Background: an optimization exercise with open tools, aiming at small area, a short achievable clock period and few clock cycles per item. Do not read the settings as production practice.
No run shown here included a check of the RTL's function; only the layout flow was run.

## flow/design.v (module list and top-level ports; edited modules follow where they fit)
// module gdd_date_unit: 114 lines
// module gdd_diff: 291 lines
// module gdd_fa: 4 lines
// module gdd_han: 4 lines
// module gdd_hnn: 4 lines
// module gdd_hmx: 4 lines
// module gdd_pg00: 4 lines
// module gdd_pg10: 4 lines
// module gdd_pg11: 4 lines
// module gdd_gn2t: 3 lines
// module gdd_pgn2t: 4 lines
// module gdd_gt2n: 3 lines
// module gdd_pgt2n: 4 lines
// module gregorian_date_difference_days: 408 lines
// module gdd_rdy: 3 lines
module gregorian_date_difference_days (
  input  logic        clk_i,
  input  logic        rst_ni,
  input  logic        s_axis_tvalid_i,
  output logic        s_axis_tready_o,
  input  logic [71:0] s_axis_tdata_i,
  output logic        m_axis_tvalid_o,
  input  logic        m_axis_tready_i,
  output logic [31:0] m_axis_tdata_o,
  output logic [0:0]  m_axis_tuser_o
);
  // ...
==> flow/flow/run.sh <==
#!/bin/bash
# The standard layout, with the port buffers made from the platform's
# smallest plain buffer instead of the delay buffer the flow picks, and
# without half-adder cells (their logic is left to the gate mapper); the
# platform's own don't-use cells stay excluded.
set -euo pipefail
export BUFFER_PORTS_ARGS="-buffer_cell sky130_fd_sc_hd__buf_1"
DU=" sky130_fd_sc_hd__probe_p_8 sky130_fd_sc_hd__probec_p_8 sky130_fd_sc_hd__lpflow_bleeder_1 sky130_fd_sc_hd__lpflow_clkbufkapwr_1 sky130_fd_sc_hd__lpflow_clkbufkapwr_16 sky130_fd_sc_hd__lpflow_clkbufkapwr_2 sky130_fd_sc_hd__lpflow_clkbufkapwr_4 sky130_fd_sc_hd__lpflow_clkbufkapwr_8 sky130_fd_sc_hd__lpflow_clkinvkapwr_1 sky130_fd_sc_hd__lpflow_clkinvkapwr_16 sky130_fd_sc_hd__lpflow_clkinvkapwr_2 sky130_fd_sc_hd__lpflow_clkinvkapwr_4 sky130_fd_sc_hd__lpflow_clkinvkapwr_8 sky130_fd_sc_hd__lpflow_decapkapwr_12 sky130_fd_sc_hd__lpflow_decapkapwr_3 sky130_fd_sc_hd__lpflow_decapkapwr_4 sky130_fd_sc_hd__lpflow_decapkapwr_6 sky130_fd_sc_hd__lpflow_decapkapwr_8 sky130_fd_sc_hd__lpflow_inputiso0n_1 sky130_fd_sc_hd__lpflow_inputiso0p_1 sky130_fd_sc_hd__lpflow_inputiso1n_1 sky130_fd_sc_hd__lpflow_inputiso1p_1 sky130_fd_sc_hd__lpflow_inputisolatch_1 sky130_fd_sc_hd__lpflow_isobufsrc_1 sky130_fd_sc_hd__lpflow_isobufsrc_16 sky130_fd_sc_hd__lpflow_isobufsrc_2 sky130_fd_sc_hd__lpflow_isobufsrc_4 sky130_fd_sc_hd__lpflow_isobufsrc_8 sky130_fd_sc_hd__lpflow_isobufsrckapwr_16 sky130_fd_sc_hd__lpflow_lsbuf_lh_hl_isowell_tap_1 sky130_fd_sc_hd__lpflow_lsbuf_lh_hl_isowell_tap_2 sky130_fd_sc_hd__lpflow_lsbuf_lh_hl_isowell_tap_4 sky130_fd_sc_hd__lpflow_lsbuf_lh_isowell_4 sky130_fd_sc_hd__lpflow_lsbuf_lh_isowell_tap_1 sky130_fd_sc_hd__lpflow_lsbuf_lh_isowell_tap_2 sky130_fd_sc_hd__lpflow_lsbuf_lh_isowell_tap_4 # # Define fill cells  sky130_fd_sc_hd__ha_1 sky130_fd_sc_hd__ha_2 sky130_fd_sc_hd__ha_4"
bash standard.sh "DONT_USE_CELLS=$DU" finish > standard.log 2>&1
==> flow/standard.sh <==
#!/bin/bash
# synth_recipe.tcl (not shown) runs the flow's synth.tcl, then flattens the netlist and writes it again
# the make line also repeats each setting of config.mk as NAME=value (left out here)
make -C /OpenROAD-flow-scripts/flow DESIGN_CONFIG=/design/flow/config.mk WORK_HOME=/design/flow/orfs CLKGATE_MAP_FILE= SYNTH_SCRIPT=/design/flow/synth_recipe.tcl "${@:-finish}"
==> flow/config.mk <==
export PLATFORM = sky130hd
export DESIGN_NAME = gregorian_date_difference_days
export DESIGN_NICKNAME = gregorian_date_difference_days
export VERILOG_FILES = /design/flow/design.v
export SDC_FILE = /design/flow/constraint.sdc
export NUM_CORES = 4
export LEC_CHECK = 0
export CAP_MARGIN = 20
export CORE_MARGIN = 2
export CORE_UTILIZATION = 50
export CTS_BUF_LIST = sky130_fd_sc_hd__clkbuf_4 sky130_fd_sc_hd__clkbuf_8
export SETUP_SLACK_MARGIN = 4.35
export SLEW_MARGIN = 20
export SYNTH_HIERARCHICAL = 1
export SYNTH_MINIMUM_KEEP_SIZE = 0
==> flow/constraint.sdc <==
create_clock -name core_clock -period 8.5 [get_ports {clk_i}]
set_input_delay 1.7000 -clock core_clock [delete_from_list [all_inputs] [get_ports {clk_i}]]
set_output_delay 1.7000 -clock core_clock [all_outputs]
set_load 0.01 [all_outputs]
==> flow_summary.json, run 1 <==
{
  "crit_required_ps": 8680,
  "clock_path_buffers": 2,
  "endpoint": "days3[18]",
  "worstHoldPathCells": 0,
  "min_from": "ok2",
  "drt_wl_total_mm": 31.49,
  "multi_input_area_share": 0.6216,
  "use_met2": 0.3858,
  "final-nonclk-buf-share": 0.04917,
  "tightest_slew_ps": 975.2,
  "die_h_um": 173.8,
  "final_util": 0.5616,
  "cts-root-buf": "clkbuf_8",
  "cts_tree": "built",
  "core-area_um2": 28550,
  "grt_pass1_wl_mm": 52.22,
  "htree_num_levels": 4,
  "io_pins": 111,
  "signal_buffers": 157,
  "tap_cells": 384,
  "diodes": 0,
  "timing.fmax_ghz": 0.2498,
  "r2r-end": "days3[18]",
  "crit_slowest_cell": "fa_1",
  "num-nonclk-inverters": 111,
  "setup_violations": 0,
  "seq_share": 0.2426,
  "status": "timing/DRC/antenna clean",
  "postCtsSetupRepairBufs": 11,
  "multi_input_cells": 1184,
  "finalInstanceArea_um2": 16030,
  "track_usage": 0.2170,
  "fin_cells": 1998,
  "final_common_cell": "nand2_1",
  "routed-wl-met3_um": 991,
  "drive_above_1_share": 0.2063,
  "drtIter0Drc": 462
}
==> module gregorian_date_difference_days, before the edit <==
module gregorian_date_difference_days (
  input  logic        clk_i,
  input  logic        rst_ni,
  input  logic        s_axis_tvalid_i,
  output logic        s_axis_tready_o,
  input  logic [71:0] s_axis_tdata_i,
  output logic        m_axis_tvalid_o,
  input  logic        m_axis_tready_i,
  output logic [31:0] m_axis_tdata_o,
  output logic [0:0]  m_axis_tuser_o
);
  logic [15:0] ey, sy;
  logic [3:0]  em, sm;
  logic [4:0]  ed, sd, eh, sh;
  logic [5:0]  emi, smi;
  assign {smi, sh, sd, sm, sy, emi, eh, ed, em, ey} = s_axis_tdata_i;
  logic en, v1_q, v2_q, v3_q;
  gdd_rdy u_en  (.v(v3_q), .r(m_axis_tready_i), .y(en));
  gdd_rdy u_rdy (.v(v3_q), .r(m_axis_tready_i), .y(s_axis_tready_o));
  always_ff @(posedge clk_i or negedge rst_ni) begin
    if (!rst_ni) begin
      v1_q <= 1'b0;
      v2_q <= 1'b0;
      v3_q <= 1'b0;
    end else if (en) begin
      v1_q <= s_axis_tvalid_i;
      v2_q <= v1_q;
      v3_q <= v2_q;
    end
  end
  function automatic logic [4:0] month_len(input logic [3:0] mo);
    unique case (mo)
      4'd1, 4'd3, 4'd5, 4'd7, 4'd8, 4'd10, 4'd12: month_len = 5'd31;
      4'd4, 4'd6, 4'd9, 4'd11:                    month_len = 5'd30;
      4'd2:                                       month_len = 5'd28;
      default:                                    month_len = 5'd0;
    endcase
  endfunction
  function automatic logic [8:0] cum_days(input logic [3:0] mo);
    unique case (mo)
      4'd2:    cum_days = 9'd31;
      4'd3:    cum_days = 9'd59;
      4'd4:    cum_days = 9'd90;
      4'd5:    cum_days = 9'd120;
      4'd6:    cum_days = 9'd151;
      4'd7:    cum_days = 9'd181;
      4'd8:    cum_days = 9'd212;
      4'd9:    cum_days = 9'd243;
      4'd10:   cum_days = 9'd273;
      4'd11:   cum_days = 9'd304;
      4'd12:   cum_days = 9'd334;
      default: cum_days = 9'd0;
    endcase
  endfunction
  logic [8:0] ecum, scum, edoy, sdoy;
  assign ecum = cum_days(em);
  assign scum = cum_days(sm);
  logic eda_1, eda_2, eda_3, eda_4, eda_5, eda_6, eda_7, eda_8, eda_9, eda_10, eda_11, eda_12, eda_13, eda_14, eda_15, eda_16, eda_17, eda_18, eda_19, eda_20, eda_21, eda_22, eda_23, eda_24, eda_25, eda_26, eda_27, eda_28, eda_29, eda_30, eda_31, eda_32, eda_33, eda_34, eda_35, eda_36, eda_37, eda_38, eda_39, eda_40;
  gdd_pg00 u_eda_1 (.a(ecum[0]), .b(ed[0]), .pn(eda_1), .gn(eda_2));
  gdd_pg00 u_eda_3 (.a(ecum[1]), .b(ed[1]), .pn(eda_3), .gn(eda_4));
  gdd_pg00 u_eda_5 (.a(ecum[2]), .b(ed[2]), .pn(eda_5), .gn(eda_6));
  gdd_pg00 u_eda_7 (.a(ecum[3]), .b(ed[3]), .pn(eda_7), .gn(eda_8));
  gdd_pg00 u_eda_9 (.a(ecum[4]), .b(ed[4]), .pn(eda_9), .gn(eda_10));
  gdd_gn2t u_eda_11 (.gn1(eda_4), .pn1(eda_3), .gn0(eda_2), .g(eda_11));
  gdd_pgn2t u_eda_12 (.gn1(eda_8), .pn1(eda_7), .gn0(eda_6), .pn0(eda_5), .g(eda_12), .p(eda_13));
  assign eda_15 = ~eda_10;
  assign eda_14 = 1'b0 | (ecum[5] & eda_15);
  assign eda_17 = ~eda_9;
  assign eda_16 = ecum[5] & eda_17;
  assign eda_18 = 1'b0 | (ecum[7] & 1'b0);
  assign eda_19 = ecum[7] & ecum[6];
  gdd_gt2n u_eda_20 (.g1(eda_12), .p1(eda_13), .g0(eda_11), .gn(eda_20));
  gdd_pgt2n u_eda_21 (.g1(eda_18), .p1(eda_19), .g0(eda_14), .p0(eda_16), .gn(eda_21), .pn(eda_22));
  gdd_gn2t u_eda_23 (.gn1(eda_21), .pn1(eda_22), .gn0(eda_20), .g(eda_23));
  assign eda_24 = ~eda_20;
  gdd_gt2n u_eda_25 (.g1(eda_14), .p1(eda_16), .g0(eda_24), .gn(eda_25));
  assign eda_26 = ~eda_11;
  gdd_gn2t u_eda_27 (.gn1(eda_6), .pn1(eda_5), .gn0(eda_26), .g(eda_27));
  gdd_gn2t u_eda_28 (.gn1(eda_10), .pn1(eda_9), .gn0(eda_20), .g(eda_28));
  assign eda_30 = ~eda_25;
  assign eda_29 = 1'b0 | (ecum[6] & eda_30);
  assign eda_31 = 1'b0 | (ecum[8] & eda_23);
  assign eda_32 = ~(eda_1 ^ 1'b0);
  assign eda_33 = (eda_3 ^ eda_2);
  assign eda_34 = ~(eda_5 ^ eda_11);
  assign eda_35 = ~(eda_7 ^ eda_27);
  assign eda_36 = (eda_9 ^ eda_20);
  assign eda_37 = (ecum[5] ^ eda_28);
  assign eda_38 = ~(ecum[6] ^ eda_25);
  assign eda_39 = (ecum[7] ^ eda_29);
  assign eda_40 = (ecum[8] ^ eda_23);
  assign edoy = {eda_40, eda_39, eda_38, eda_37, eda_36, eda_35, eda_34, eda_33, eda_32};
  logic sda_1, sda_2, sda_3, sda_4, sda_5, sda_6, sda_7, sda_8, sda_9, sda_10, sda_11, sda_12, sda_13, sda_14, sda_15, sda_16, sda_17, sda_18, sda_19, sda_20, sda_21, sda_22, sda_23, sda_24, sda_25, sda_26, sda_27, sda_28, sda_29, sda_30, sda_31, sda_32, sda_33, sda_34, sda_35, sda_36, sda_37, sda_38, sda_39, sda_40;
  gdd_pg00 u_sda_1 (.a(scum[0]), .b(sd[0]), .pn(sda_1), .gn(sda_2));
  gdd_pg00 u_sda_3 (.a(scum[1]), .b(sd[1]), .pn(sda_3), .gn(sda_4));
  gdd_pg00 u_sda_5 (.a(scum[2]), .b(sd[2]), .pn(sda_5), .gn(sda_6));
  gdd_pg00 u_sda_7 (.a(scum[3]), .b(sd[3]), .pn(sda_7), .gn(sda_8));
  gdd_pg00 u_sda_9 (.a(scum[4]), .b(sd[4]), .pn(sda_9), .gn(sda_10));
  gdd_gn2t u_sda_11 (.gn1(sda_4), .pn1(sda_3), .gn0(sda_2), .g(sda_11));
  gdd_pgn2t u_sda_12 (.gn1(sda_8), .pn1(sda_7), .gn0(sda_6), .pn0(sda_5), .g(sda_12), .p(sda_13));
  assign sda_15 = ~sda_10;
  assign sda_14 = 1'b0 | (scum[5] & sda_15);
  assign sda_17 = ~sda_9;
  assign sda_16 = scum[5] & sda_17;
  assign sda_18 = 1'b0 | (scum[7] & 1'b0);
  assign sda_19 = scum[7] & scum[6];
  gdd_gt2n u_sda_20 (.g1(sda_12), .p1(sda_13), .g0(sda_11), .gn(sda_20));
  gdd_pgt2n u_sda_21 (.g1(sda_18), .p1(sda_19), .g0(sda_14), .p0(sda_16), .gn(sda_21), .pn(sda_22));
  gdd_gn2t u_sda_23 (.gn1(sda_21), .pn1(sda_22), .gn0(sda_20), .g(sda_23));
  assign sda_24 = ~sda_20;
  gdd_gt2n u_sda_25 (.g1(sda_14), .p1(sda_16), .g0(sda_24), .gn(sda_25));
  assign sda_26 = ~sda_11;
  gdd_gn2t u_sda_27 (.gn1(sda_6), .pn1(sda_5), .gn0(sda_26), .g(sda_27));
  gdd_gn2t u_sda_28 (.gn1(sda_10), .pn1(sda_9), .gn0(sda_20), .g(sda_28));
  assign sda_30 = ~sda_25;
  assign sda_29 = 1'b0 | (scum[6] & sda_30);
  assign sda_31 = 1'b0 | (scum[8] & sda_23);
  assign sda_32 = ~(sda_1 ^ 1'b0);
  assign sda_33 = (sda_3 ^ sda_2);
  assign sda_34 = ~(sda_5 ^ sda_11);
  assign sda_35 = ~(sda_7 ^ sda_27);
  assign sda_36 = (sda_9 ^ sda_20);
  assign sda_37 = (scum[5] ^ sda_28);
  assign sda_38 = ~(scum[6] ^ sda_25);
  assign sda_39 = (scum[7] ^ sda_29);
  assign sda_40 = (scum[8] ^ sda_23);
  assign sdoy = {sda_40, sda_39, sda_38, sda_37, sda_36, sda_35, sda_34, sda_33, sda_32};
  logic [15:0] ey1, sy1;
  logic [8:0]  edoy1, sdoy1;
  logic [1:0]  ecode1, scode1;
  logic        dec1, inc1;
  logic dlt, deq, tlt, teq;
  assign dlt = {ey, em, ed} < {sy, sm, sd};
  assign deq = {ey, em, ed} == {sy, sm, sd};
  assign tlt = {eh, emi} < {sh, smi};
  assign teq = {eh, emi} == {sh, smi};
  logic tok, eokb, sokb, ef29, sf29;
  assign tok  = (eh <= 5'd23) && (emi <= 6'd59) && (sh <= 5'd23) && (smi <= 6'd59);
  assign eokb = (ed != 5'd0) && (ed <= month_len(em));
  assign sokb = (sd != 5'd0) && (sd <= month_len(sm));
  assign ef29 = (em == 4'd2) && (ed == 5'd29);
  assign sf29 = (sm == 4'd2) && (sd == 5'd29);
  always_ff @(posedge clk_i) begin
    if (en) begin
      ey1   <= ey;
      sy1   <= sy;
      edoy1 <= edoy;
      sdoy1 <= sdoy;
      ecode1 <= tok ? {eokb, eokb ? (em > 4'd2) : ef29} : 2'b00;
      scode1 <= {sokb, sokb ? (sm > 4'd2) : sf29};
      dec1   <= !dlt && !deq && tlt;
      inc1   <= dlt && !tlt && !teq;
    end
  end
  logic       eok, sok, elp, slp, ec9, sc9;
  logic [7:0] ehia, ehib, shia, shib;
  logic [1:0] eg, sg;
  gdd_date_unit u_end (
    .year_i(ey1), .code_i(ecode1),
    .ok_o(eok), .hia_o(ehia), .hib_o(ehib), .c9_o(ec9), .g_o(eg), .lp_o(elp)
  );
  gdd_date_unit u_start (
    .year_i(sy1), .code_i(scode1),
    .ok_o(sok), .hia_o(shia), .hib_o(shib), .c9_o(sc9), .g_o(sg), .lp_o(slp)
  );
  logic [16:0] dy;
  logic [8:0]  dqz;
  logic [10:0] du;
  logic        hq;
  assign hq  = (ey1[1:0] != 2'd0) && ((sy1[1:0] == 2'd0) || (ey1[1:0] < sy1[1:0]));
  logic us_1, us_2, us_3, us_4, us_5, us_6, us_7, us_8, us_9, us_10, us_11, us_12, us_13, us_14, us_15, us_16, us_17, us_18, us_19, us_20, us_21, us_22, us_23, us_24;
  gdd_han u_us_1 (.a(edoy1[0]), .b(hq), .s(us_1), .cn(us_2));
  gdd_hmx u_us_3 (.a(inc1), .b(sdoy1[0]), .sn(us_3), .cn(us_4));
  assign us_5 = ~edoy1[1] ^ sdoy1[1] ^ 1'b0;
  assign us_6 = (~edoy1[1] & sdoy1[1]) | (~edoy1[1] & 1'b0) | (sdoy1[1] & 1'b0);
  gdd_hmx u_us_7 (.a(us_1), .b(dec1), .sn(us_7), .cn(us_8));
  gdd_fa u_us_9 (.a(us_4), .b(us_2), .c(us_5), .s(us_9), .co(us_10));
  gdd_fa u_us_11 (.a(~edoy1[2]), .b(sdoy1[2]), .c(us_6), .s(us_11), .co(us_12));
  gdd_hmx u_us_13 (.a(edoy1[3]), .b(sdoy1[3]), .sn(us_13), .cn(us_14));
  assign us_15 = ~edoy1[4] ^ sdoy1[4] ^ 1'b0;
  assign us_16 = (~edoy1[4] & sdoy1[4]) | (~edoy1[4] & 1'b0) | (sdoy1[4] & 1'b0);
  gdd_hmx u_us_17 (.a(edoy1[5]), .b(sdoy1[5]), .sn(us_17), .cn(us_18));
  gdd_hmx u_us_19 (.a(edoy1[6]), .b(sdoy1[6]), .sn(us_19), .cn(us_20));
  assign us_21 = ~edoy1[7] ^ sdoy1[7] ^ 1'b0;
  assign us_22 = (~edoy1[7] & sdoy1[7]) | (~edoy1[7] & 1'b0) | (sdoy1[7] & 1'b0);
  assign us_23 = ~edoy1[8] ^ sdoy1[8] ^ 1'b0;
  assign us_24 = (~edoy1[8] & sdoy1[8]) | (~edoy1[8] & 1'b0) | (sdoy1[8] & 1'b0);
  logic ua_1, ua_2, ua_3, ua_4, ua_5, ua_6, ua_7, ua_8, ua_9, ua_10, ua_11, ua_12, ua_13, ua_14, ua_15, ua_16, ua_17, ua_18, ua_19, ua_20, ua_21, ua_22, ua_23, ua_24, ua_25, ua_26, ua_27, ua_28, ua_29, ua_30, ua_31, ua_32, ua_33, ua_34, ua_35, ua_36, ua_37, ua_38, ua_39, ua_40, ua_41, ua_42, ua_43, ua_44, ua_45, ua_46, ua_47, ua_48, ua_49, ua_50, ua_51, ua_52, ua_53, ua_54;
  gdd_pg11 u_ua_1 (.a(us_7), .b(us_3), .pn(ua_1), .gn(ua_2));
  gdd_pg11 u_ua_3 (.a(us_8), .b(us_9), .pn(ua_3), .gn(ua_4));
  gdd_pg11 u_ua_5 (.a(us_10), .b(us_11), .pn(ua_5), .gn(ua_6));
  gdd_pg11 u_ua_7 (.a(us_12), .b(us_13), .pn(ua_7), .gn(ua_8));
  gdd_pg11 u_ua_9 (.a(us_14), .b(us_15), .pn(ua_9), .gn(ua_10));
  gdd_pg11 u_ua_11 (.a(us_16), .b(us_17), .pn(ua_11), .gn(ua_12));
  gdd_pg11 u_ua_13 (.a(us_18), .b(us_19), .pn(ua_13), .gn(ua_14));
  gdd_pg11 u_ua_15 (.a(us_20), .b(us_21), .pn(ua_15), .gn(ua_16));
  gdd_pg11 u_ua_17 (.a(us_22), .b(us_23), .pn(ua_17), .gn(ua_18));
  gdd_gn2t u_ua_19 (.gn1(ua_4), .pn1(ua_3), .gn0(ua_2), .g(ua_19));
  gdd_pgn2t u_ua_20 (.gn1(ua_8), .pn1(ua_7), .gn0(ua_6), .pn0(ua_5), .g(ua_20), .p(ua_21));
  gdd_pgn2t u_ua_22 (.gn1(ua_12), .pn1(ua_11), .gn0(ua_10), .pn0(ua_9), .g(ua_22), .p(ua_23));
  gdd_pgn2t u_ua_24 (.gn1(ua_16), .pn1(ua_15), .gn0(ua_14), .pn0(ua_13), .g(ua_24), .p(ua_25));
  assign ua_26 = ~us_24;
  gdd_pgn2t u_ua_27 (.gn1(us_24), .pn1(ua_26), .gn0(ua_18), .pn0(ua_17), .g(ua_27), .p(ua_28));
  gdd_gt2n u_ua_29 (.g1(ua_20), .p1(ua_21), .g0(ua_19), .gn(ua_29));
  gdd_pgt2n u_ua_30 (.g1(ua_24), .p1(ua_25), .g0(ua_22), .p0(ua_23), .gn(ua_30), .pn(ua_31));
  gdd_gn2t u_ua_32 (.gn1(ua_30), .pn1(ua_31), .gn0(ua_29), .g(ua_32));
  assign ua_33 = ~ua_29;
  gdd_gt2n u_ua_34 (.g1(ua_22), .p1(ua_23), .g0(ua_33), .gn(ua_34));
  gdd_gt2n u_ua_35 (.g1(ua_27), .p1(ua_28), .g0(ua_32), .gn(ua_35));
  assign ua_36 = ~ua_19;
  gdd_gn2t u_ua_37 (.gn1(ua_6), .pn1(ua_5), .gn0(ua_36), .g(ua_37));
  gdd_gn2t u_ua_38 (.gn1(ua_10), .pn1(ua_9), .gn0(ua_29), .g(ua_38));
  gdd_gn2t u_ua_39 (.gn1(ua_14), .pn1(ua_13), .gn0(ua_34), .g(ua_39));
  assign ua_40 = ~ua_32;
  gdd_gn2t u_ua_41 (.gn1(ua_18), .pn1(ua_17), .gn0(ua_40), .g(ua_41));
  assign ua_43 = ~ua_35;
  assign ua_42 = 1'b0 | (1'b1 & ua_43);
  assign ua_44 = ~(ua_1 ^ 1'b0);
  assign ua_45 = (ua_3 ^ ua_2);
  assign ua_46 = ~(ua_5 ^ ua_19);
  assign ua_47 = ~(ua_7 ^ ua_37);
  assign ua_48 = (ua_9 ^ ua_29);
  assign ua_49 = ~(ua_11 ^ ua_38);
  assign ua_50 = (ua_13 ^ ua_34);
  assign ua_51 = ~(ua_15 ^ ua_39);
  assign ua_52 = ~(ua_17 ^ ua_32);
  assign ua_53 = (us_24 ^ ua_41);
  assign ua_54 = ~(1'b1 ^ ua_35);
  logic qs_1, qs_2, qs_3, qs_4, qs_5, qs_6, qs_7, qs_8, qs_9, qs_10, qs_11, qs_12, qs_13, qs_14, qs_15, qs_16, qs_17, qs_18, qs_19, qs_20, qs_21, qs_22, qs_23, qs_24, qs_25, qs_26, qs_27, qs_28, qs_29, qs_30, qs_31, qs_32, qs_33, qs_34, qs_35, qs_36, qs_37, qs_38, qs_39, qs_40, qs_41, qs_42, qs_43, qs_44, qs_45, qs_46, qs_47, qs_48, qs_49, qs_50, qs_51, qs_52;
  gdd_han u_qs_1 (.a(ehia[0]), .b(ehib[0]), .s(qs_1), .cn(qs_2));
  assign qs_3 = shia[0] ^ shib[0] ^ 1'b0;
  assign qs_4 = (shia[0] & shib[0]) | (shia[0] & 1'b0) | (shib[0] & 1'b0);
  gdd_fa u_qs_5 (.a(ehia[1]), .b(ehib[1]), .c(~shia[1]), .s(qs_5), .co(qs_6));
  gdd_han u_qs_7 (.a(ehia[2]), .b(ehib[2]), .s(qs_7), .cn(qs_8));
  gdd_han u_qs_9 (.a(ehia[3]), .b(ehib[3]), .s(qs_9), .cn(qs_10));
  gdd_han u_qs_11 (.a(ehia[4]), .b(ehib[4]), .s(qs_11), .cn(qs_12));
  gdd_han u_qs_13 (.a(ehia[5]), .b(ehib[5]), .s(qs_13), .cn(qs_14));
  gdd_han u_qs_15 (.a(ehia[6]), .b(ehib[6]), .s(qs_15), .cn(qs_16));
  gdd_han u_qs_17 (.a(ehia[7]), .b(ehib[7]), .s(qs_17), .cn(qs_18));
  gdd_hmx u_qs_19 (.a(qs_1), .b(qs_3), .sn(qs_19), .cn(qs_20));
  gdd_fa u_qs_21 (.a(shib[1]), .b(qs_2), .c(qs_4), .s(qs_21), .co(qs_22));
  gdd_fa u_qs_23 (.a(shia[2]), .b(shib[2]), .c(~qs_7), .s(qs_23), .co(qs_24));
  gdd_fa u_qs_25 (.a(shia[3]), .b(shib[3]), .c(qs_8), .s(qs_25), .co(qs_26));
  gdd_fa u_qs_27 (.a(shia[4]), .b(shib[4]), .c(qs_10), .s(qs_27), .co(qs_28));
  gdd_fa u_qs_29 (.a(shia[5]), .b(shib[5]), .c(qs_12), .s(qs_29), .co(qs_30));
  gdd_fa u_qs_31 (.a(shia[6]), .b(shib[6]), .c(qs_14), .s(qs_31), .co(qs_32));
  gdd_fa u_qs_33 (.a(shia[7]), .b(shib[7]), .c(qs_16), .s(qs_33), .co(qs_34));
  gdd_hmx u_qs_35 (.a(ec9), .b(qs_19), .sn(qs_35), .cn(qs_36));
  gdd_fa u_qs_37 (.a(~qs_5), .b(qs_20), .c(qs_21), .s(qs_37), .co(qs_38));
  gdd_fa u_qs_39 (.a(~qs_6), .b(qs_23), .c(qs_22), .s(qs_39), .co(qs_40));
  gdd_fa u_qs_41 (.a(~qs_9), .b(qs_24), .c(qs_25), .s(qs_41), .co(qs_42));
  gdd_fa u_qs_43 (.a(~qs_11), .b(qs_26), .c(qs_27), .s(qs_43), .co(qs_44));
  gdd_fa u_qs_45 (.a(~qs_13), .b(qs_28), .c(qs_29), .s(qs_45), .co(qs_46));
  gdd_fa u_qs_47 (.a(~qs_15), .b(qs_30), .c(qs_31), .s(qs_47), .co(qs_48));
  gdd_fa u_qs_49 (.a(~qs_17), .b(qs_32), .c(qs_33), .s(qs_49), .co(qs_50));
  gdd_hnn u_qs_51 (.a(qs_18), .b(qs_34), .s(qs_51), .c(qs_52));
  logic qa_1, qa_2, qa_3, qa_4, qa_5, qa_6, qa_7, qa_8, qa_9, qa_10, qa_11, qa_12, qa_13, qa_14, qa_15, qa_16, qa_17, qa_18, qa_19, qa_20, qa_21, qa_22, qa_23, qa_24, qa_25, qa_26, qa_27, qa_28, qa_29, qa_30, qa_31, qa_32, qa_33, qa_34, qa_35, qa_36, qa_37, qa_38, qa_39, qa_40, qa_41, qa_42, qa_43, qa_44, qa_45, qa_46, qa_47, qa_48, qa_49, qa_50, qa_51, qa_52, qa_53, qa_54, qa_55, qa_56, qa_57, qa_58, qa_59, qa_60, qa_61, qa_62, qa_63;
  gdd_pg11 u_qa_1 (.a(qs_35), .b(sc9), .pn(qa_1), .gn(qa_2));
  gdd_pg11 u_qa_3 (.a(qs_36), .b(qs_37), .pn(qa_3), .gn(qa_4));
  gdd_pg11 u_qa_5 (.a(qs_38), .b(qs_39), .pn(qa_5), .gn(qa_6));
  gdd_pg11 u_qa_7 (.a(qs_40), .b(qs_41), .pn(qa_7), .gn(qa_8));
  gdd_pg11 u_qa_9 (.a(qs_42), .b(qs_43), .pn(qa_9), .gn(qa_10));
  gdd_pg11 u_qa_11 (.a(qs_44), .b(qs_45), .pn(qa_11), .gn(qa_12));
  gdd_pg11 u_qa_13 (.a(qs_46), .b(qs_47), .pn(qa_13), .gn(qa_14));
  gdd_pg11 u_qa_15 (.a(qs_48), .b(qs_49), .pn(qa_15), .gn(qa_16));
  gdd_pg10 u_qa_17 (.a(qs_50), .b(qs_51), .pn(qa_17), .gn(qa_18));
  gdd_pgn2t u_qa_19 (.gn1(qa_18), .pn1(qa_17), .gn0(qa_16), .pn0(qa_15), .g(qa_19), .p(qa_20));
  gdd_pgn2t u_qa_21 (.gn1(qa_16), .pn1(qa_15), .gn0(qa_14), .pn0(qa_13), .g(qa_21), .p(qa_22));
  gdd_pgn2t u_qa_23 (.gn1(qa_14), .pn1(qa_13), .gn0(qa_12), .pn0(qa_11), .g(qa_23), .p(qa_24));
  gdd_pgn2t u_qa_25 (.gn1(qa_12), .pn1(qa_11), .gn0(qa_10), .pn0(qa_9), .g(qa_25), .p(qa_26));
  gdd_pgn2t u_qa_27 (.gn1(qa_10), .pn1(qa_9), .gn0(qa_8), .pn0(qa_7), .g(qa_27), .p(qa_28));
  gdd_pgn2t u_qa_29 (.gn1(qa_8), .pn1(qa_7), .gn0(qa_6), .pn0(qa_5), .g(qa_29), .p(qa_30));
  gdd_pgn2t u_qa_31 (.gn1(qa_6), .pn1(qa_5), .gn0(qa_4), .pn0(qa_3), .g(qa_31), .p(qa_32));
  gdd_gn2t u_qa_33 (.gn1(qa_4), .pn1(qa_3), .gn0(qa_2), .g(qa_33));
  gdd_pgt2n u_qa_34 (.g1(qa_19), .p1(qa_20), .g0(qa_23), .p0(qa_24), .gn(qa_34), .pn(qa_35));
  gdd_pgt2n u_qa_36 (.g1(qa_21), .p1(qa_22), .g0(qa_25), .p0(qa_26), .gn(qa_36), .pn(qa_37));
  gdd_pgt2n u_qa_38 (.g1(qa_23), .p1(qa_24), .g0(qa_27), .p0(qa_28), .gn(qa_38), .pn(qa_39));
  gdd_pgt2n u_qa_40 (.g1(qa_25), .p1(qa_26), .g0(qa_29), .p0(qa_30), .gn(qa_40), .pn(qa_41));
  gdd_pgt2n u_qa_42 (.g1(qa_27), .p1(qa_28), .g0(qa_31), .p0(qa_32), .gn(qa_42), .pn(qa_43));
  gdd_gt2n u_qa_44 (.g1(qa_29), .p1(qa_30), .g0(qa_33), .gn(qa_44));
  assign qa_45 = ~qa_2;
  gdd_gt2n u_qa_46 (.g1(qa_31), .p1(qa_32), .g0(qa_45), .gn(qa_46));
  gdd_pgn2t u_qa_47 (.gn1(qa_34), .pn1(qa_35), .gn0(qa_42), .pn0(qa_43), .g(qa_47), .p(qa_48));
  gdd_gn2t u_qa_49 (.gn1(qa_36), .pn1(qa_37), .gn0(qa_44), .g(qa_49));
  gdd_gn2t u_qa_50 (.gn1(qa_38), .pn1(qa_39), .gn0(qa_46), .g(qa_50));
  assign qa_51 = ~qa_33;
  gdd_gn2t u_qa_52 (.gn1(qa_40), .pn1(qa_41), .gn0(qa_51), .g(qa_52));
  gdd_gn2t u_qa_53 (.gn1(qa_42), .pn1(qa_43), .gn0(qa_2), .g(qa_53));
  gdd_gt2n u_qa_54 (.g1(qa_47), .p1(qa_48), .g0(qa_45), .gn(qa_54));
  assign qa_55 = ~(qa_1 ^ 1'b0);
  assign qa_56 = (qa_3 ^ qa_2);
  assign qa_57 = ~(qa_5 ^ qa_33);
  assign qa_58 = (qa_7 ^ qa_46);
  assign qa_59 = (qa_9 ^ qa_44);
  assign qa_60 = ~(qa_11 ^ qa_53);
  assign qa_61 = ~(qa_13 ^ qa_52);
  assign qa_62 = ~(qa_15 ^ qa_50);
  assign qa_63 = ~(qa_17 ^ qa_49);
  logic ya_1, ya_2, ya_3, ya_4, ya_5, ya_6, ya_7, ya_8, ya_9, ya_10, ya_11, ya_12, ya_13, ya_14, ya_15, ya_16, ya_17, ya_18, ya_19, ya_20, ya_21, ya_22, ya_23, ya_24, ya_25, ya_26, ya_27, ya_28, ya_29, ya_30, ya_31, ya_32, ya_33, ya_34, ya_35, ya_36, ya_37, ya_38, ya_39, ya_40, ya_41, ya_42, ya_43, ya_44, ya_45, ya_46, ya_47, ya_48, ya_49, ya_50, ya_51, ya_52, ya_53, ya_54, ya_55, ya_56, ya_57, ya_58, ya_59, ya_60, ya_61, ya_62, ya_63, ya_64, ya_65, ya_66, ya_67, ya_68, ya_69, ya_70, ya_71, ya_72, ya_73, ya_74, ya_75, ya_76, ya_77, ya_78, ya_79, ya_80, ya_81, ya_82, ya_83, ya_84, ya_85, ya_86, ya_87, ya_88, ya_89, ya_90, ya_91, ya_92, ya_93, ya_94, ya_95, ya_96;
  gdd_pg10 u_ya_1 (.a(sy1[0]), .b(ey1[0]), .pn(ya_1), .gn(ya_2));
  gdd_pg10 u_ya_3 (.a(sy1[1]), .b(ey1[1]), .pn(ya_3), .gn(ya_4));
  gdd_pg10 u_ya_5 (.a(sy1[2]), .b(ey1[2]), .pn(ya_5), .gn(ya_6));
  gdd_pg10 u_ya_7 (.a(sy1[3]), .b(ey1[3]), .pn(ya_7), .gn(ya_8));
  gdd_pg10 u_ya_9 (.a(sy1[4]), .b(ey1[4]), .pn(ya_9), .gn(ya_10));
  gdd_pg10 u_ya_11 (.a(sy1[5]), .b(ey1[5]), .pn(ya_11), .gn(ya_12));
  gdd_pg10 u_ya_13 (.a(sy1[6]), .b(ey1[6]), .pn(ya_13), .gn(ya_14));
  gdd_pg10 u_ya_15 (.a(sy1[7]), .b(ey1[7]), .pn(ya_15), .gn(ya_16));
  gdd_pg10 u_ya_17 (.a(sy1[8]), .b(ey1[8]), .pn(ya_17), .gn(ya_18));
  gdd_pg10 u_ya_19 (.a(sy1[9]), .b(ey1[9]), .pn(ya_19), .gn(ya_20));
  gdd_pg10 u_ya_21 (.a(sy1[10]), .b(ey1[10]), .pn(ya_21), .gn(ya_22));
  gdd_pg10 u_ya_23 (.a(sy1[11]), .b(ey1[11]), .pn(ya_23), .gn(ya_24));
  gdd_pg10 u_ya_25 (.a(sy1[12]), .b(ey1[12]), .pn(ya_25), .gn(ya_26));
  gdd_pg10 u_ya_27 (.a(sy1[13]), .b(ey1[13]), .pn(ya_27), .gn(ya_28));
  gdd_pg10 u_ya_29 (.a(sy1[14]), .b(ey1[14]), .pn(ya_29), .gn(ya_30));
  gdd_pg10 u_ya_31 (.a(sy1[15]), .b(ey1[15]), .pn(ya_31), .gn(ya_32));
  assign ya_34 = ~ya_2;
  assign ya_35 = ~ya_1;
  assign ya_33 = ya_34 | (ya_35 & 1'b1);
  assign ya_36 = ~ya_33;
  gdd_gn2t u_ya_37 (.gn1(ya_4), .pn1(ya_3), .gn0(ya_36), .g(ya_37));
  gdd_pgn2t u_ya_38 (.gn1(ya_8), .pn1(ya_7), .gn0(ya_6), .pn0(ya_5), .g(ya_38), .p(ya_39));
  gdd_pgn2t u_ya_40 (.gn1(ya_12), .pn1(ya_11), .gn0(ya_10), .pn0(ya_9), .g(ya_40), .p(ya_41));
  gdd_pgn2t u_ya_42 (.gn1(ya_16), .pn1(ya_15), .gn0(ya_14), .pn0(ya_13), .g(ya_42), .p(ya_43));
  gdd_pgn2t u_ya_44 (.gn1(ya_20), .pn1(ya_19), .gn0(ya_18), .pn0(ya_17), .g(ya_44), .p(ya_45));
  gdd_pgn2t u_ya_46 (.gn1(ya_24), .pn1(ya_23), .gn0(ya_22), .pn0(ya_21), .g(ya_46), .p(ya_47));
  gdd_pgn2t u_ya_48 (.gn1(ya_28), .pn1(ya_27), .gn0(ya_26), .pn0(ya_25), .g(ya_48), .p(ya_49));
  gdd_pgn2t u_ya_50 (.gn1(ya_32), .pn1(ya_31), .gn0(ya_30), .pn0(ya_29), .g(ya_50), .p(ya_51));
  gdd_gt2n u_ya_52 (.g1(ya_38), .p1(ya_39), .g0(ya_37), .gn(ya_52));
  gdd_pgt2n u_ya_53 (.g1(ya_42), .p1(ya_43), .g0(ya_40), .p0(ya_41), .gn(ya_53), .pn(ya_54));
  gdd_pgt2n u_ya_55 (.g1(ya_46), .p1(ya_47), .g0(ya_44), .p0(ya_45), .gn(ya_55), .pn(ya_56));
  gdd_pgt2n u_ya_57 (.g1(ya_50), .p1(ya_51), .g0(ya_48), .p0(ya_49), .gn(ya_57), .pn(ya_58));
  gdd_gn2t u_ya_59 (.gn1(ya_53), .pn1(ya_54), .gn0(ya_52), .g(ya_59));
  gdd_pgn2t u_ya_60 (.gn1(ya_57), .pn1(ya_58), .gn0(ya_55), .pn0(ya_56), .g(ya_60), .p(ya_61));
  gdd_gt2n u_ya_62 (.g1(ya_60), .p1(ya_61), .g0(ya_59), .gn(ya_62));
  assign ya_63 = ~ya_59;
  gdd_gn2t u_ya_64 (.gn1(ya_55), .pn1(ya_56), .gn0(ya_63), .g(ya_64));
  assign ya_65 = ~ya_52;
  gdd_gt2n u_ya_66 (.g1(ya_40), .p1(ya_41), .g0(ya_65), .gn(ya_66));
  gdd_gt2n u_ya_67 (.g1(ya_44), .p1(ya_45), .g0(ya_59), .gn(ya_67));
  gdd_gt2n u_ya_68 (.g1(ya_48), .p1(ya_49), .g0(ya_64), .gn(ya_68));
  assign ya_69 = ~ya_37;
  gdd_gn2t u_ya_70 (.gn1(ya_6), .pn1(ya_5), .gn0(ya_69), .g(ya_70));
  gdd_gn2t u_ya_71 (.gn1(ya_10), .pn1(ya_9), .gn0(ya_52), .g(ya_71));
  gdd_gn2t u_ya_72 (.gn1(ya_14), .pn1(ya_13), .gn0(ya_66), .g(ya_72));
  gdd_gn2t u_ya_73 (.gn1(ya_18), .pn1(ya_17), .gn0(ya_63), .g(ya_73));
  gdd_gn2t u_ya_74 (.gn1(ya_22), .pn1(ya_21), .gn0(ya_67), .g(ya_74));
  assign ya_75 = ~ya_64;
  gdd_gn2t u_ya_76 (.gn1(ya_26), .pn1(ya_25), .gn0(ya_75), .g(ya_76));
  gdd_gn2t u_ya_77 (.gn1(ya_30), .pn1(ya_29), .gn0(ya_68), .g(ya_77));
  assign ya_79 = ~ya_62;
  assign ya_78 = 1'b0 | (1'b1 & ya_79);
  assign ya_80 = ~(ya_1 ^ 1'b1);
  assign ya_81 = ~(ya_3 ^ ya_33);
  assign ya_82 = ~(ya_5 ^ ya_37);
  assign ya_83 = ~(ya_7 ^ ya_70);
  assign ya_84 = (ya_9 ^ ya_52);
  assign ya_85 = ~(ya_11 ^ ya_71);
  assign ya_86 = (ya_13 ^ ya_66);
  assign ya_87 = ~(ya_15 ^ ya_72);
  assign ya_88 = ~(ya_17 ^ ya_59);
  assign ya_89 = ~(ya_19 ^ ya_73);
  assign ya_90 = (ya_21 ^ ya_67);
  assign ya_91 = ~(ya_23 ^ ya_74);
  assign ya_92 = ~(ya_25 ^ ya_64);
  assign ya_93 = ~(ya_27 ^ ya_76);
  assign ya_94 = (ya_29 ^ ya_68);
  assign ya_95 = ~(ya_31 ^ ya_77);
  assign ya_96 = ~(1'b1 ^ ya_62);
  assign dy  = {ya_96, ya_95, ya_94, ya_93, ya_92, ya_91, ya_90, ya_89, ya_88, ya_87, ya_86, ya_85, ya_84, ya_83, ya_82, ya_81, ya_80};
  assign dqz = {qa_63, qa_62, qa_61, qa_60, qa_59, qa_58, qa_57, qa_56, qa_55};
  assign du  = {ua_54, ua_53, ua_52, ua_51, ua_50, ua_49, ua_48, ua_47, ua_46, ua_45, ua_44};
  logic [15:0] dy2;
  logic        dy16n2, nqz8n2, elp2, nslp2, ok2;
  logic [7:0]  nqz2;
  logic [1:0]  neg2, sg2;
  logic [10:0] du2;
  always_ff @(posedge clk_i) begin
    if (en) begin
      dy2    <= ~dy[15:0];
      dy16n2 <= dy[16];
      nqz2   <= ~dqz[7:0];
      nqz8n2 <= dqz[8];
      neg2   <= ~eg;
      sg2    <= sg;
      du2    <= du;
      elp2   <= elp;
      nslp2  <= !slp;
      ok2    <= eok && sok;
    end
  end
  logic [25:0] days;
  gdd_diff u_diff (
    .dy(dy2), .dy16n(dy16n2), .nqz(nqz2), .nqz8n(nqz8n2),
    .neg_(neg2), .sg(sg2), .du(du2), .elp(elp2), .nslp(nslp2),
    .days_o(days)
  );
  logic        ok3;
  logic [25:0] days3;
  always_ff @(posedge clk_i) begin
    if (en) begin
      ok3   <= ok2;
      days3 <= days;
    end
  end
  assign m_axis_tvalid_o   = v3_q;
  assign m_axis_tdata_o    = {6'd0, ok3 ? days3 : 26'd0};
  assign m_axis_tuser_o[0] = ok3;
endmodule
==> inputs of run 2 (changes only) <==
--- a/flow/design.v
+++ b/flow/design.v
@@ -512,3 +512,3 @@
   assign scum = cum_days(sm);
-  logic eda_1, eda_2, eda_3, eda_4, eda_5, eda_6, eda_7, eda_8, eda_9, eda_10, eda_11, eda_12, eda_13, eda_14, eda_15, eda_16, eda_17, eda_18, eda_19, eda_20, eda_21, eda_22, eda_23, eda_24, eda_25, eda_26, eda_27, eda_28, eda_29, eda_30, eda_31, eda_32, eda_33, eda_34, eda_35, eda_36, eda_37, eda_38, eda_39, eda_40;
+  logic eda_1, eda_2, eda_3, eda_4, eda_5, eda_6, eda_7, eda_8, eda_9, eda_10, eda_11, eda_12, eda_13, eda_14, eda_15, eda_16, eda_17, eda_18, eda_19, eda_20, eda_21, eda_22, eda_23, eda_24, eda_25, eda_26, eda_27, eda_28, eda_29, eda_30, eda_31, eda_32, eda_33, eda_34, eda_35, eda_36, eda_37, eda_38, eda_39, eda_40, eda_41, eda_42, eda_43, eda_44, eda_45, eda_46, eda_47, eda_48, eda_49, eda_50, eda_51, eda_52, eda_53, eda_54, eda_55, eda_56, eda_57;
   gdd_pg00 u_eda_1 (.a(ecum[0]), .b(ed[0]), .pn(eda_1), .gn(eda_2));
@@ -518,32 +518,42 @@
   gdd_pg00 u_eda_9 (.a(ecum[4]), .b(ed[4]), .pn(eda_9), .gn(eda_10));
-  gdd_gn2t u_eda_11 (.gn1(eda_4), .pn1(eda_3), .gn0(eda_2), .g(eda_11));
-  gdd_pgn2t u_eda_12 (.gn1(eda_8), .pn1(eda_7), .gn0(eda_6), .pn0(eda_5), .g(eda_12), .p(eda_13));
-  assign eda_15 = ~eda_10;
-  assign eda_14 = 1'b0 | (ecum[5] & eda_15);
-  assign eda_17 = ~eda_9;
-  assign eda_16 = ecum[5] & eda_17;
-  assign eda_18 = 1'b0 | (ecum[7] & 1'b0);
-  assign eda_19 = ecum[7] & ecum[6];
-  gdd_gt2n u_eda_20 (.g1(eda_12), .p1(eda_13), .g0(eda_11), .gn(eda_20));
-  gdd_pgt2n u_eda_21 (.g1(eda_18), .p1(eda_19), .g0(eda_14), .p0(eda_16), .gn(eda_21), .pn(eda_22));
-  gdd_gn2t u_eda_23 (.gn1(eda_21), .pn1(eda_22), .gn0(eda_20), .g(eda_23));
-  assign eda_24 = ~eda_20;
-  gdd_gt2n u_eda_25 (.g1(eda_14), .p1(eda_16), .g0(eda_24), .gn(eda_25));
-  assign eda_26 = ~eda_11;
-  gdd_gn2t u_eda_27 (.gn1(eda_6), .pn1(eda_5), .gn0(eda_26), .g(eda_27));
-  gdd_gn2t u_eda_28 (.gn1(eda_10), .pn1(eda_9), .gn0(eda_20), .g(eda_28));
-  assign eda_30 = ~eda_25;
-  assign eda_29 = 1'b0 | (ecum[6] & eda_30);
-  assign eda_31 = 1'b0 | (ecum[8] & eda_23);
-  assign eda_32 = ~(eda_1 ^ 1'b0);
-  assign eda_33 = (eda_3 ^ eda_2);
-  assign eda_34 = ~(eda_5 ^ eda_11);
-  assign eda_35 = ~(eda_7 ^ eda_27);
-  assign eda_36 = (eda_9 ^ eda_20);
-  assign eda_37 = (ecum[5] ^ eda_28);
-  assign eda_38 = ~(ecum[6] ^ eda_25);
-  assign eda_39 = (ecum[7] ^ eda_29);
-  assign eda_40 = (ecum[8] ^ eda_23);
-  assign edoy = {eda_40, eda_39, eda_38, eda_37, eda_36, eda_35, eda_34, eda_33, eda_32};
-  logic sda_1, sda_2, sda_3, sda_4, sda_5, sda_6, sda_7, sda_8, sda_9, sda_10, sda_11, sda_12, sda_13, sda_14, sda_15, sda_16, sda_17, sda_18, sda_19, sda_20, sda_21, sda_22, sda_23, sda_24, sda_25, sda_26, sda_27, sda_28, sda_29, sda_30, sda_31, sda_32, sda_33, sda_34, sda_35, sda_36, sda_37, sda_38, sda_39, sda_40;
+  assign eda_11 = 1'b0 | (ecum[8] & 1'b0);
+  assign eda_12 = ecum[8] & ecum[7];
+  assign eda_13 = 1'b0 | (ecum[7] & 1'b0);
+  assign eda_14 = ecum[7] & ecum[6];
+  assign eda_15 = 1'b0 | (ecum[6] & 1'b0);
+  assign eda_16 = ecum[6] & ecum[5];
+  assign eda_18 = ~eda_10;
+  assign eda_17 = 1'b0 | (ecum[5] & eda_18);
+  assign eda_20 = ~eda_9;
+  assign eda_19 = ecum[5] & eda_20;
+  gdd_pgn2t u_eda_21 (.gn1(eda_10), .pn1(eda_9), .gn0(eda_8), .pn0(eda_7), .g(eda_21), .p(eda_22));
+  gdd_pgn2t u_eda_23 (.gn1(eda_8), .pn1(eda_7), .gn0(eda_6), .pn0(eda_5), .g(eda_23), .p(eda_24));
+  gdd_pgn2t u_eda_25 (.gn1(eda_6), .pn1(eda_5), .gn0(eda_4), .pn0(eda_3), .g(eda_25), .p(eda_26));
+  gdd_gn2t u_eda_27 (.gn1(eda_4), .pn1(eda_3), .gn0(eda_2), .g(eda_27));
+  gdd_pgt2n u_eda_28 (.g1(eda_11), .p1(eda_12), .g0(eda_15), .p0(eda_16), .gn(eda_28), .pn(eda_29));
+  gdd_pgt2n u_eda_30 (.g1(eda_13), .p1(eda_14), .g0(eda_17), .p0(eda_19), .gn(eda_30), .pn(eda_31));
+  gdd_pgt2n u_eda_32 (.g1(eda_15), .p1(eda_16), .g0(eda_21), .p0(eda_22), .gn(eda_32), .pn(eda_33));
+  gdd_pgt2n u_eda_34 (.g1(eda_17), .p1(eda_19), .g0(eda_23), .p0(eda_24), .gn(eda_34), .pn(eda_35));
+  gdd_pgt2n u_eda_36 (.g1(eda_21), .p1(eda_22), .g0(eda_25), .p0(eda_26), .gn(eda_36), .pn(eda_37));
+  gdd_gt2n u_eda_38 (.g1(eda_23), .p1(eda_24), .g0(eda_27), .gn(eda_38));
+  assign eda_39 = ~eda_2;
+  gdd_gt2n u_eda_40 (.g1(eda_25), .p1(eda_26), .g0(eda_39), .gn(eda_40));
+  gdd_pgn2t u_eda_41 (.gn1(eda_28), .pn1(eda_29), .gn0(eda_36), .pn0(eda_37), .g(eda_41), .p(eda_42));
+  gdd_gn2t u_eda_43 (.gn1(eda_30), .pn1(eda_31), .gn0(eda_38), .g(eda_43));
+  gdd_gn2t u_eda_44 (.gn1(eda_32), .pn1(eda_33), .gn0(eda_40), .g(eda_44));
+  assign eda_45 = ~eda_27;
+  gdd_gn2t u_eda_46 (.gn1(eda_34), .pn1(eda_35), .gn0(eda_45), .g(eda_46));
+  gdd_gn2t u_eda_47 (.gn1(eda_36), .pn1(eda_37), .gn0(eda_2), .g(eda_47));
+  gdd_gt2n u_eda_48 (.g1(eda_41), .p1(eda_42), .g0(eda_39), .gn(eda_48));
+  assign eda_49 = ~(eda_1 ^ 1'b0);
+  assign eda_50 = (eda_3 ^ eda_2);
+  assign eda_51 = ~(eda_5 ^ eda_27);
+  assign eda_52 = (eda_7 ^ eda_40);
+  assign eda_53 = (eda_9 ^ eda_38);
+  assign eda_54 = (ecum[5] ^ eda_47);
+  assign eda_55 = (ecum[6] ^ eda_46);
+  assign eda_56 = (ecum[7] ^ eda_44);
+  assign eda_57 = (ecum[8] ^ eda_43);
+  assign edoy = {eda_57, eda_56, eda_55, eda_54, eda_53, eda_52, eda_51, eda_50, eda_49};
+  logic sda_1, sda_2, sda_3, sda_4, sda_5, sda_6, sda_7, sda_8, sda_9, sda_10, sda_11, sda_12, sda_13, sda_14, sda_15, sda_16, sda_17, sda_18, sda_19, sda_20, sda_21, sda_22, sda_23, sda_24, sda_25, sda_26, sda_27, sda_28, sda_29, sda_30, sda_31, sda_32, sda_33, sda_34, sda_35, sda_36, sda_37, sda_38, sda_39, sda_40, sda_41, sda_42, sda_43, sda_44, sda_45, sda_46, sda_47, sda_48, sda_49, sda_50, sda_51, sda_52, sda_53, sda_54, sda_55, sda_56, sda_57;
   gdd_pg00 u_sda_1 (.a(scum[0]), .b(sd[0]), .pn(sda_1), .gn(sda_2));
@@ -553,31 +563,41 @@
   gdd_pg00 u_sda_9 (.a(scum[4]), .b(sd[4]), .pn(sda_9), .gn(sda_10));
-  gdd_gn2t u_sda_11 (.gn1(sda_4), .pn1(sda_3), .gn0(sda_2), .g(sda_11));
-  gdd_pgn2t u_sda_12 (.gn1(sda_8), .pn1(sda_7), .gn0(sda_6), .pn0(sda_5), .g(sda_12), .p(sda_13));
-  assign sda_15 = ~sda_10;
-  assign sda_14 = 1'b0 | (scum[5] & sda_15);
-  assign sda_17 = ~sda_9;
-  assign sda_16 = scum[5] & sda_17;
-  assign sda_18 = 1'b0 | (scum[7] & 1'b0);
-  assign sda_19 = scum[7] & scum[6];
-  gdd_gt2n u_sda_20 (.g1(sda_12), .p1(sda_13), .g0(sda_11), .gn(sda_20));
-  gdd_pgt2n u_sda_21 (.g1(sda_18), .p1(sda_19), .g0(sda_14), .p0(sda_16), .gn(sda_21), .pn(sda_22));
-  gdd_gn2t u_sda_23 (.gn1(sda_21), .pn1(sda_22), .gn0(sda_20), .g(sda_23));
-  assign sda_24 = ~sda_20;
-  gdd_gt2n u_sda_25 (.g1(sda_14), .p1(sda_16), .g0(sda_24), .gn(sda_25));
-  assign sda_26 = ~sda_11;
-  gdd_gn2t u_sda_27 (.gn1(sda_6), .pn1(sda_5), .gn0(sda_26), .g(sda_27));
-  gdd_gn2t u_sda_28 (.gn1(sda_10), .pn1(sda_9), .gn0(sda_20), .g(sda_28));
-  assign sda_30 = ~sda_25;
-  assign sda_29 = 1'b0 | (scum[6] & sda_30);
-  assign sda_31 = 1'b0 | (scum[8] & sda_23);
-  assign sda_32 = ~(sda_1 ^ 1'b0);
-  assign sda_33 = (sda_3 ^ sda_2);
-  assign sda_34 = ~(sda_5 ^ sda_11);
-  assign sda_35 = ~(sda_7 ^ sda_27);
-  assign sda_36 = (sda_9 ^ sda_20);
-  assign sda_37 = (scum[5] ^ sda_28);
-  assign sda_38 = ~(scum[6] ^ sda_25);
-  assign sda_39 = (scum[7] ^ sda_29);
-  assign sda_40 = (scum[8] ^ sda_23);
-  assign sdoy = {sda_40, sda_39, sda_38, sda_37, sda_36, sda_35, sda_34, sda_33, sda_32};
+  assign sda_11 = 1'b0 | (scum[8] & 1'b0);
+  assign sda_12 = scum[8] & scum[7];
+  assign sda_13 = 1'b0 | (scum[7] & 1'b0);
+  assign sda_14 = scum[7] & scum[6];
+  assign sda_15 = 1'b0 | (scum[6] & 1'b0);
+  assign sda_16 = scum[6] & scum[5];
+  assign sda_18 = ~sda_10;
+  assign sda_17 = 1'b0 | (scum[5] & sda_18);
+  assign sda_20 = ~sda_9;
+  assign sda_19 = scum[5] & sda_20;
+  gdd_pgn2t u_sda_21 (.gn1(sda_10), .pn1(sda_9), .gn0(sda_8), .pn0(sda_7), .g(sda_21), .p(sda_22));
+  gdd_pgn2t u_sda_23 (.gn1(sda_8), .pn1(sda_7), .gn0(sda_6), .pn0(sda_5), .g(sda_23), .p(sda_24));
+  gdd_pgn2t u_sda_25 (.gn1(sda_6), .pn1(sda_5), .gn0(sda_4), .pn0(sda_3), .g(sda_25), .p(sda_26));
+  gdd_gn2t u_sda_27 (.gn1(sda_4), .pn1(sda_3), .gn0(sda_2), .g(sda_27));
+  gdd_pgt2n u_sda_28 (.g1(sda_11), .p1(sda_12), .g0(sda_15), .p0(sda_16), .gn(sda_28), .pn(sda_29));
+  gdd_pgt2n u_sda_30 (.g1(sda_13), .p1(sda_14), .g0(sda_17), .p0(sda_19), .gn(sda_30), .pn(sda_31));
+  gdd_pgt2n u_sda_32 (.g1(sda_15), .p1(sda_16), .g0(sda_21), .p0(sda_22), .gn(sda_32), .pn(sda_33));
+  gdd_pgt2n u_sda_34 (.g1(sda_17), .p1(sda_19), .g0(sda_23), .p0(sda_24), .gn(sda_34), .pn(sda_35));
+  gdd_pgt2n u_sda_36 (.g1(sda_21), .p1(sda_22), .g0(sda_25), .p0(sda_26), .gn(sda_36), .pn(sda_37));
+  gdd_gt2n u_sda_38 (.g1(sda_23), .p1(sda_24), .g0(sda_27), .gn(sda_38));
+  assign sda_39 = ~sda_2;
+  gdd_gt2n u_sda_40 (.g1(sda_25), .p1(sda_26), .g0(sda_39), .gn(sda_40));
+  gdd_pgn2t u_sda_41 (.gn1(sda_28), .pn1(sda_29), .gn0(sda_36), .pn0(sda_37), .g(sda_41), .p(sda_42));
+  gdd_gn2t u_sda_43 (.gn1(sda_30), .pn1(sda_31), .gn0(sda_38), .g(sda_43));
+  gdd_gn2t u_sda_44 (.gn1(sda_32), .pn1(sda_33), .gn0(sda_40), .g(sda_44));
+  assign sda_45 = ~sda_27;
+  gdd_gn2t u_sda_46 (.gn1(sda_34), .pn1(sda_35), .gn0(sda_45), .g(sda_46));
+  gdd_gn2t u_sda_47 (.gn1(sda_36), .pn1(sda_37), .gn0(sda_2), .g(sda_47));
+  gdd_gt2n u_sda_48 (.g1(sda_41), .p1(sda_42), .g0(sda_39), .gn(sda_48));
+  assign sda_49 = ~(sda_1 ^ 1'b0);
+  assign sda_50 = (sda_3 ^ sda_2);
+  assign sda_51 = ~(sda_5 ^ sda_27);
+  assign sda_52 = (sda_7 ^ sda_40);
+  assign sda_53 = (sda_9 ^ sda_38);
+  assign sda_54 = (scum[5] ^ sda_47);
+  assign sda_55 = (scum[6] ^ sda_46);
+  assign sda_56 = (scum[7] ^ sda_44);
+  assign sda_57 = (scum[8] ^ sda_43);
+  assign sdoy = {sda_57, sda_56, sda_55, sda_54, sda_53, sda_52, sda_51, sda_50, sda_49};
   logic [15:0] ey1, sy1;
--- a/flow/config.mk
+++ b/flow/config.mk
@@ -11,3 +11,2 @@
 export CTS_BUF_LIST = sky130_fd_sc_hd__clkbuf_4 sky130_fd_sc_hd__clkbuf_8
-export SETUP_SLACK_MARGIN = 4.35
 export SLEW_MARGIN = 20
==> flow_summary.json, run 2 <==
{
  "htree_num_levels": 4,
  "synth_area_um2": 14550,
  "crit_path_start": "dy2[4]",
  "status": "timing/DRC/antenna clean",
  "fill_cells": 2634,
  "detail_route.wl_per_cell_um": 15.51,
  "syn_inst": 1503,
  "largest_register": "days3",
  "dr.pass1.iters": 4,
  "grt_max_degree": 77,
  "via_per_inst": 5.159,
  "grt_pass1_wl_mm": 52.02,
  "worstSetupStartpointType": "flip-flop",
  "cts-root-buf": "clkbuf_8",
  "drive_above_1_share": 0.1521,
  "critical_path_class": "reg -> reg",
  "die_w_um": 174.6,
  "critPathMaxFanout": 7,
  "hold_class": "reg -> reg",
  "clock_path_buffers": 2,
  "worstSkewPairLatency_ps": 450,
  "io_pins": 111,
  "min_period_ps": 4222,
  "cts_tree": "built",
  "r2r-start": "dy2[4]",
  "setup_violations": 0,
  "r2r_slack_ps": 4280,
  "tightest_slew_ps": 920.8,
  "slew_violations": 0,
  "drtIter0Drc": 480,
  "synth_warnings": 7,
  "track_usage": 0.2139,
  "die-area_um2": 30480,
  "antenna_found_initial": 0,
  "multi_input_area_um2": 9847,
  "largest_register_ffs": 26,
  "num_vias": 10160,
  "timing.fmax_ghz": 0.2368,
  "grt_pass1_vias": 10460,
  "maxCapViolations": 0,
  "tns_ps": 0,
  "diodes": 0,
  "area_growth_pct": 6.080,
  "rsz0062_at_grt": "false",
  "rows": 62,
  "gp_congestion": 0.8797,
  "die_h_um": 174.6,
  "synth_area_per_cell_um2": 9.681,
  "r2r_cells": 11,
  "drc": 0,
  "core-area_um2": 28700,
  "cts_buffers": 17,
  "cts.repair.resized": 0,
  "whs_ps": 440.7,
  "post-route-period-util": 0.4967,
  "final_cell_mix": "xnor2_1, nand2_1, xor2_1",
  "r2r-end": "days3[25]",
  "cts_hold_buffers": 0,
  "skew_ps": 16.53,
  "clkSlewWorstSetupHoldPaths_ps": 80,
  "endpoint": "days3[25]",
  "overflow": 0,
  "start_util": 0.5069,
  "crit_required_ps": 8710,
  "final_common_cell": "xnor2_1",
  "io_buffers": 104,
  "post-dp-hpwl_mm": 25.66,
  "relSlewSlack": 0.3861,
  "drt_wl_total_mm": 30.54,
  "hold_viol_final": 0,
  "fin_nets": 1769,
  "endpoint_kind": "flip-flop",
  "clkSinkCount": 130,
  "cp.arrival_ps": 4430,
  "postRouteAntennaNets": 0,
  "ff_latch_area_um2": 3889,
  "postCtsSetupRepairBufs": 0
}
run 2: layout make-up:
class | instances | share of cell area
timing repair buffer | 105 | 0.02578
multi-input combinational | 1207 | 0.6380
clock inverter | 14 | 0.01054
tap | 384 | 0.03113
clock buffer | 18 | 0.01565
sequential | 130 | 0.2519
inverter | 111 | 0.02699
run 2: how the worst min path moves through the flow:
stage               startpoint  end  cells past startpoint
floorplan                  ok2  ok3                      0
global placement           ok2  ok3                      0
detailed placement         ok2  ok3                      0
CTS                        ok2  ok3                      0
global route               ok2  ok3                      0
finish                     ok2  ok3                      0
run 2: worst max-delay path, cell delays in order (launching register included):
cell,delay [ps]
edfxtp_1,580
fa_1,610
fa_1,430
fa_1,520
fa_1,450
xnor2_1,420
nor2_1,160
a21oi_2,230
o21ai_2,120
a21oi_2,230
o21ai_1,120
xnor2_1,130
run 2: metal layers:
metal	GRT usage	part of all wire	vias up	wire length, µm
met3	0.03198	0.031	32	945
met4	0.05764	0.018	0	544
met5	0	0	-	0
li1	-	-	5119	-
met1	0.2785	0.46	4821	13920
met2	0.3733	0.50	187	15130
run 2: per-stage QoR:
| step | instances | utilization | area, µm² | worst slack [ps] |
|---|---|---|---|---|
| floorplan | 1512 | - | 14580 | 3002 |
| global placement | 1937 | 0.5237 | 15030 | 4203 |
| detailed placement | 1937 | 0.5237 | 15030 | 4208 |
| CTS | 1969 | 0.5378 | 15430 | 4229 |
| global route | 1969 | 0.5378 | 15430 | 4001 |
| finish | 1969 | 0.5378 | 15430 | 4278 |

==> re-timing with driven ports <==
How much do the figures lean on ideal ports? The routed layouts below were timed once more, with nothing changed but the port constraints.
Step 1, drivers: a clkbuf_16 drives clk_i and a buf_2 each remaining input, both assumed.
Step 2, shift: input delay + t, output delay - t, t = (earliest + latest rising clock arrival at the registers) / 2. This alone moves slack from input paths to output paths.
a / b / c = ideal ports / drivers / drivers and shift; a / b = the first two.
run	shift t [ns]	setup slack, ns	worst setup path at the end
run 1	0.501	4.497 / 4.497 / 4.173	input to register
run 2	0.493	4.278 / 4.278 / 4.278	register to register
After both steps every run listed still meets setup and hold. For run 1, which loses most, drivers alone change the setup slack by 0.000 ns; drivers and shift together by -0.324 ns.
